This design comes from an exercise in tuning for small area on the open sky130 flow, not from production work.
Function was checked by simulation only, so behaviour that the tests miss may differ from the original.

==> flow/design.v (excerpt) <==
module matrix_alu_responder #(
  parameter int DATA_W     = 16,
  parameter int NREG       = 8,
  parameter int MUL_CYCLES = 4
) (
  input  logic                  clk,
  input  logic                  reset,
  input  logic                  n_alu_enable,
  input  logic [2:0]            op_select,
  input  logic [2:0]            alu_address,
  input  logic [4*DATA_W-1:0]   data_in,
  output logic [4*DATA_W-1:0]   data_out,
  output logic                  data_valid,
  output logic                  busy,
  output logic                  done,
  output logic                  cmd_err
);
  localparam int W  = DATA_W;
  localparam int MW = 4 * DATA_W;
  localparam logic [2:0] OP_NOP   = 3'b000;
  localparam logic [2:0] OP_LOAD  = 3'b001;
  localparam logic [2:0] OP_ADD   = 3'b010;
  localparam logic [2:0] OP_SUB   = 3'b011;
  localparam logic [2:0] OP_SCAL  = 3'b100;
  localparam logic [2:0] OP_MATR  = 3'b101;
  localparam logic [2:0] OP_TRANS = 3'b110;
  localparam logic [2:0] OP_STORE = 3'b111;
  logic          prev_en;
  logic          accept, go;
  logic [1:0]    k;
  logic          k_last;
  logic [MW-1:0] r0, r1, r2;
  logic [MW-1:0] r1q;
  logic          v1;
  logic [MW-1:0] rh [3:7];
  logic [3:0]    v2;
  ...
For scale: ~2,100 cells after synthesis, about 560 flip-flops, ~140 I/O pins.
==> module matrix_alu_responder, before the edit <==
module matrix_alu_responder #(
  parameter int DATA_W     = 16,
  parameter int NREG       = 8,
  parameter int MUL_CYCLES = 4
) (
  input  logic                  clk,
  input  logic                  reset,
  input  logic                  n_alu_enable,
  input  logic [2:0]            op_select,
  input  logic [2:0]            alu_address,
  input  logic [4*DATA_W-1:0]   data_in,
  output logic [4*DATA_W-1:0]   data_out,
  output logic                  data_valid,
  output logic                  busy,
  output logic                  done,
  output logic                  cmd_err
);
  localparam int W  = DATA_W;
  localparam int MW = 4 * DATA_W;
  localparam logic [2:0] OP_NOP   = 3'b000;
  localparam logic [2:0] OP_LOAD  = 3'b001;
  localparam logic [2:0] OP_ADD   = 3'b010;
  localparam logic [2:0] OP_SUB   = 3'b011;
  localparam logic [2:0] OP_SCAL  = 3'b100;
  localparam logic [2:0] OP_MATR  = 3'b101;
  localparam logic [2:0] OP_TRANS = 3'b110;
  localparam logic [2:0] OP_STORE = 3'b111;
  logic          prev_en;
  logic          accept, go;
  logic [1:0]    k;
  logic          k_last;
  logic [MW-1:0] r0, r1, r2;
  logic [MW-1:0] r1q;
  logic          v1;
  logic [MW-1:0] rh [3:7];
  logic [3:0]    v2;
  logic [7:3]    vh;
  logic [2*W-1:0] sprod;
  logic          vs;       
  logic [W-1:0]  a0, a1, b0, b1;
  logic [W-1:0]  p0, p1, mres;
  logic          hi;
  logic [MW-1:0] asres;
  logic          sub;
  function automatic logic [W-1:0] el(
    input logic [MW-1:0] m,
    input logic [1:0]    idx
  );
    el = m[idx*W +: W];
  endfunction
  assign accept = prev_en & ~n_alu_enable;
  assign go     = accept & ~busy;
  assign k_last = (k == 2'(MUL_CYCLES - 1));
  assign data_valid = ~n_alu_enable & (op_select == OP_STORE);
  logic [10:0] rsel;   
  always_comb begin
    rsel[0] = data_valid & (alu_address == 3'd0);
    rsel[1] = data_valid & (alu_address == 3'd1);
    for (int e = 0; e < 4; e++)
      rsel[2+e] = data_valid & (alu_address == 3'd2) & v2[e];
    for (int r = 3; r < 8; r++)
      rsel[r+3] = data_valid & (alu_address == 3'(r)) & vh[r];
  end
  always_comb begin
    data_out = ({MW{rsel[0]}} & r0) | ({MW{rsel[1]}} & r1);
    for (int e = 0; e < 4; e++)
      data_out[e*W +: W] |= {W{rsel[2+e]}} & r2[e*W +: W];
    for (int r = 3; r < 8; r++)
      data_out |= {MW{rsel[r+3]}} & rh[r];
  end
  assign hi = busy ? k[1] : prev_en;
  assign a0 = el(r0, {hi, 1'b0});
  assign a1 = el(r0, {hi, 1'b1});
  assign b0 = (busy & k[0]) ? el(r1, 2'd1) : el(r1, 2'd0);
  assign b1 = busy ? el(r1, {1'b1, k[0]}) : el(r1, 2'd0);
  mar_mul16lo u_mul0 (.a(a0), .b(b0), .p(p0));
  mar_mul16lo u_mul1 (.a(a1), .b(b1), .p(p1));
  mar_add16   u_madd (.a(p0), .b(p1), .ci(1'b0), .s(mres));
  assign sub = op_select[0];
  for (genvar e = 0; e < 4; e++) begin : g_as
    mar_add16 u_as (.a(el(r0, 2'(e))), .b(el(r1, 2'(e)) ^ {W{sub}}), .ci(sub),
                    .s(asres[e*W +: W]));
  end
  always_ff @(posedge clk or posedge reset) begin
    if (reset) begin
      prev_en <= 1'b1;
      busy    <= 1'b0;
      k       <= '0;
      done    <= 1'b0;
      cmd_err <= 1'b0;
    end else begin
      prev_en <= n_alu_enable;
      done    <= 1'b0;
      if (busy) begin
        k <= k + 2'd1;
        if (k_last) begin
          busy <= 1'b0;
          done <= 1'b1;
        end
      end
      if (accept) begin
        if (busy) begin
          if (op_select != OP_NOP && op_select != OP_STORE)
            cmd_err <= 1'b1;
        end else begin
          unique case (op_select)
            OP_ADD, OP_SUB, OP_SCAL, OP_TRANS: done <= 1'b1;
            OP_MATR: busy <= 1'b1;
            default: ;
          endcase
        end
      end
    end
  end
  always_ff @(posedge clk or posedge reset) begin
    if (reset) begin
      r0    <= '0;
      v1    <= 1'b0;
      vs    <= 1'b0;
    end else begin
      if (go && op_select == OP_LOAD && alu_address == 3'd0) r0 <= data_in;
      if (go && op_select == OP_LOAD && alu_address == 3'd1) v1 <= 1'b1;
      if (!prev_en && !busy) vs <= 1'b1;
    end
  end
  always_ff @(posedge clk) begin
    if (go && op_select == OP_LOAD && alu_address == 3'd1) r1q <= data_in;
  end
  assign r1 = v1 ? r1q : '0;
  always_ff @(posedge clk) begin
    if (!prev_en && !busy) sprod <= {p1, p0};
  end
  always_ff @(posedge clk or posedge reset) begin
    if (reset) v2 <= '0;
    else if (go && (op_select == OP_LOAD ? alu_address == 3'd2
                                         : op_select[2] | op_select[1]) &&
             op_select != OP_MATR && op_select != OP_STORE)
      v2 <= 4'hf;
    else if (busy)
      v2[k] <= 1'b1;
  end
  logic       w_ld, w_as, w_sc, w_tr;
  logic [3:0] w_mm;
  logic [MW-1:0] r2_sc, r2_tr;
  assign w_ld = go & (op_select == OP_LOAD) & (alu_address == 3'd2);
  assign w_as = go & (op_select == OP_ADD || op_select == OP_SUB);
  assign w_sc = go & (op_select == OP_SCAL);
  assign w_tr = go & (op_select == OP_TRANS);
  assign r2_sc = {p1, p0, vs ? sprod : '0};
  assign r2_tr = {el(r0, 2'd3), el(r0, 2'd1), el(r0, 2'd2), el(r0, 2'd0)};
  always_comb for (int e = 0; e < 4; e++) w_mm[e] = busy & (k == 2'(e));
  always_ff @(posedge clk) begin
    for (int e = 0; e < 4; e++)
      if (w_mm[e] | w_ld | w_as | w_sc | w_tr)
        r2[e*W +: W] <= ({W{w_mm[e]}} & mres) |
                        ({W{w_ld}} & data_in[e*W +: W]) |
                        ({W{w_as}} & asres[e*W +: W]) |
                        ({W{w_sc}} & r2_sc[e*W +: W]) |
                        ({W{w_tr}} & r2_tr[e*W +: W]);
  end
  always_ff @(posedge clk or posedge reset) begin
    if (reset) vh <= '0;
    else if (go && op_select == OP_LOAD && alu_address >= 3'd3)
      vh[alu_address] <= 1'b1;
  end
  always_ff @(posedge clk) begin
    if (go && op_select == OP_LOAD && alu_address >= 3'd3)
      rh[alu_address] <= data_in;
  end
endmodule
clock: 12.0 ns
lec_check: 0
cap_margin: 20
core_margin: 2
core_utilization: 70
slew_margin: 20
standard.sh (not shown) runs the stock make flow with config.mk's settings and CLKGATE_MAP_FILE= SYNTH_SCRIPT=/design/flow/synth_recipe.tcl, a recipe that flattens the netlist after the stock synthesis.
==> flow/flow/run.sh <==
#!/bin/bash
# The standard layout (standard.sh, ORFS) with these changes:
#  1. Yosys's generic `abc -fast` inside `synth` is skipped (SYNTH_ARGS=-noabc),
#     so extract_fa sees the RTL's full adders as written and maps them to
#     fa/ha cells without inverters between them.
#  2. The cell mapping runs an area-oriented ABC script (flow/abc_area.script: repeated
#     choice computation and area-only mapping with area recovery,
#     selected with ABC_AREA=1) instead of the delay-oriented default.
#  4. Port buffers are the smallest buffer, sky130_fd_sc_hd__buf_1; every
#     input and output port still gets its own buffer.
#  5. Half-adder cells are not used (added to DONT_USE_CELLS in a config that
#     includes the standard flow's config.mk): extract_fa then maps only full adders and
#     does not turn address and counter decode logic into half adders.
# Registers, their names and cell types are those of the standard synthesis.
set -euo pipefail
W="$(cd "$(dirname "$0")/.." && pwd)"
cd "$W"
rm -rf "$W/scripts_area"
cp -r "$FLOW_HOME/scripts" "$W/scripts_area"
cp "$W/flow/abc_area.script" "$W/scripts_area/abc_area.script"
export SCRIPTS_DIR="$W/scripts_area"
export SYNTH_ARGS="-noabc"
export ABC_AREA=1
export CTS_ARGS="-sink_clustering_enable -repair_clock_nets -dont_use_dummy_load -sink_clustering_size 16 -sink_clustering_max_diameter 60 -buf_list sky130_fd_sc_hd__clkbuf_8"
export BUFFER_PORTS_ARGS="-buffer_cell sky130_fd_sc_hd__buf_1"
printf 'include %s/config.mk\nexport DONT_USE_CELLS = sky130_fd_sc_hd__ha_1 sky130_fd_sc_hd__ha_2 sky130_fd_sc_hd__ha_4\n' "$W" > "$W/config_area.mk"
sed "s|DESIGN_CONFIG=[^ ]*|DESIGN_CONFIG=$W/config_area.mk|" "$W/standard.sh" > "$W/standard_area.sh"
bash "$W/standard_area.sh" > "$W/flow_make.log" 2>&1
==> flow/flow/abc_area.script <==
strash
dch -f
&get -n
&st
&dch -f
&nf -a -R 1000
&st
&dch -f
&nf -a -R 1000
&put
topo
The first run completed with no timing, DRC or antenna violations.
Next try:
--- a/flow/design.v
+++ b/flow/design.v
@@ -27,14 +27,12 @@
   localparam logic [2:0] OP_STORE = 3'b111;
   logic          prev_en;
   logic          accept, go;
   logic [1:0]    k;
   logic          k_last;
   logic [MW-1:0] r0, r1, r2;
-  logic [MW-1:0] r1q;
-  logic          v1;
   logic [MW-1:0] rh [3:7];
   logic [3:0]    v2;
   logic [7:3]    vh;
   logic [2*W-1:0] sprod;
   logic          vs;       
   logic [W-1:0]  a0, a1, b0, b1;
@@ -112,25 +110,21 @@
       end
     end
   end
   always_ff @(posedge clk or posedge reset) begin
     if (reset) begin
       r0    <= '0;
-      v1    <= 1'b0;
+      r1    <= '0;
       vs    <= 1'b0;
     end else begin
       if (go && op_select == OP_LOAD && alu_address == 3'd0) r0 <= data_in;
-      if (go && op_select == OP_LOAD && alu_address == 3'd1) v1 <= 1'b1;
+      if (go && op_select == OP_LOAD && alu_address == 3'd1) r1 <= data_in;
       if (!prev_en && !busy) vs <= 1'b1;
     end
   end
   always_ff @(posedge clk) begin
-    if (go && op_select == OP_LOAD && alu_address == 3'd1) r1q <= data_in;
-  end
-  assign r1 = v1 ? r1q : '0;
-  always_ff @(posedge clk) begin
     if (!prev_en && !busy) sprod <= {p1, p0};
   end
   always_ff @(posedge clk or posedge reset) begin
     if (reset) v2 <= '0;
     else if (go && (op_select == OP_LOAD ? alu_address == 3'd2
                                          : op_select[2] | op_select[1]) &&
Synthesized cell count came out lower by about 1.4%.
First-iteration DRC count came out higher by about 0.3%.
Via count came out lower by about 2%.
Area after synthesis came out higher by 0.58%.
Cell count came out lower by 0.95%.
Core utilization came out higher by 0.25 points.
Clock skew came out lower by 17 ps.
Die area came out higher by 0.57%.
Design area came out higher by 0.77%.
Clock-buffer cell count does not change.

## separate check: timing with driven ports
How much do the figures lean on ideal ports? The routed layouts below were timed once more, with nothing changed but the port constraints. Step 1: set_driving_cell puts a clkbuf_16 on clk and a buf_2 on each other input, an assumption about the parent block. Step 2 moves the port delays by t, midway between the first and last clock arrival at a register: inputs arrive t later, outputs are due t later. That takes back most of the time a late clock gives input paths. Three values: ideal ports, drivers, drivers and shift; two values: the first two.
run	t, ns	setup slack, ns	slew at the worst register clock pin (ns)	worst slew at a driven data input, ns
the first run	0.718	1.257 / 1.261 / 0.544	0.11 / 0.11	0.12
the second run	0.698	1.421 / 1.404 / 0.706	0.11 / 0.11	0.07
After both steps every run listed still meets setup and hold. The setup slack of the second run, which loses most, moves by -0.017 ns with the drivers and by -0.715 ns with both steps.
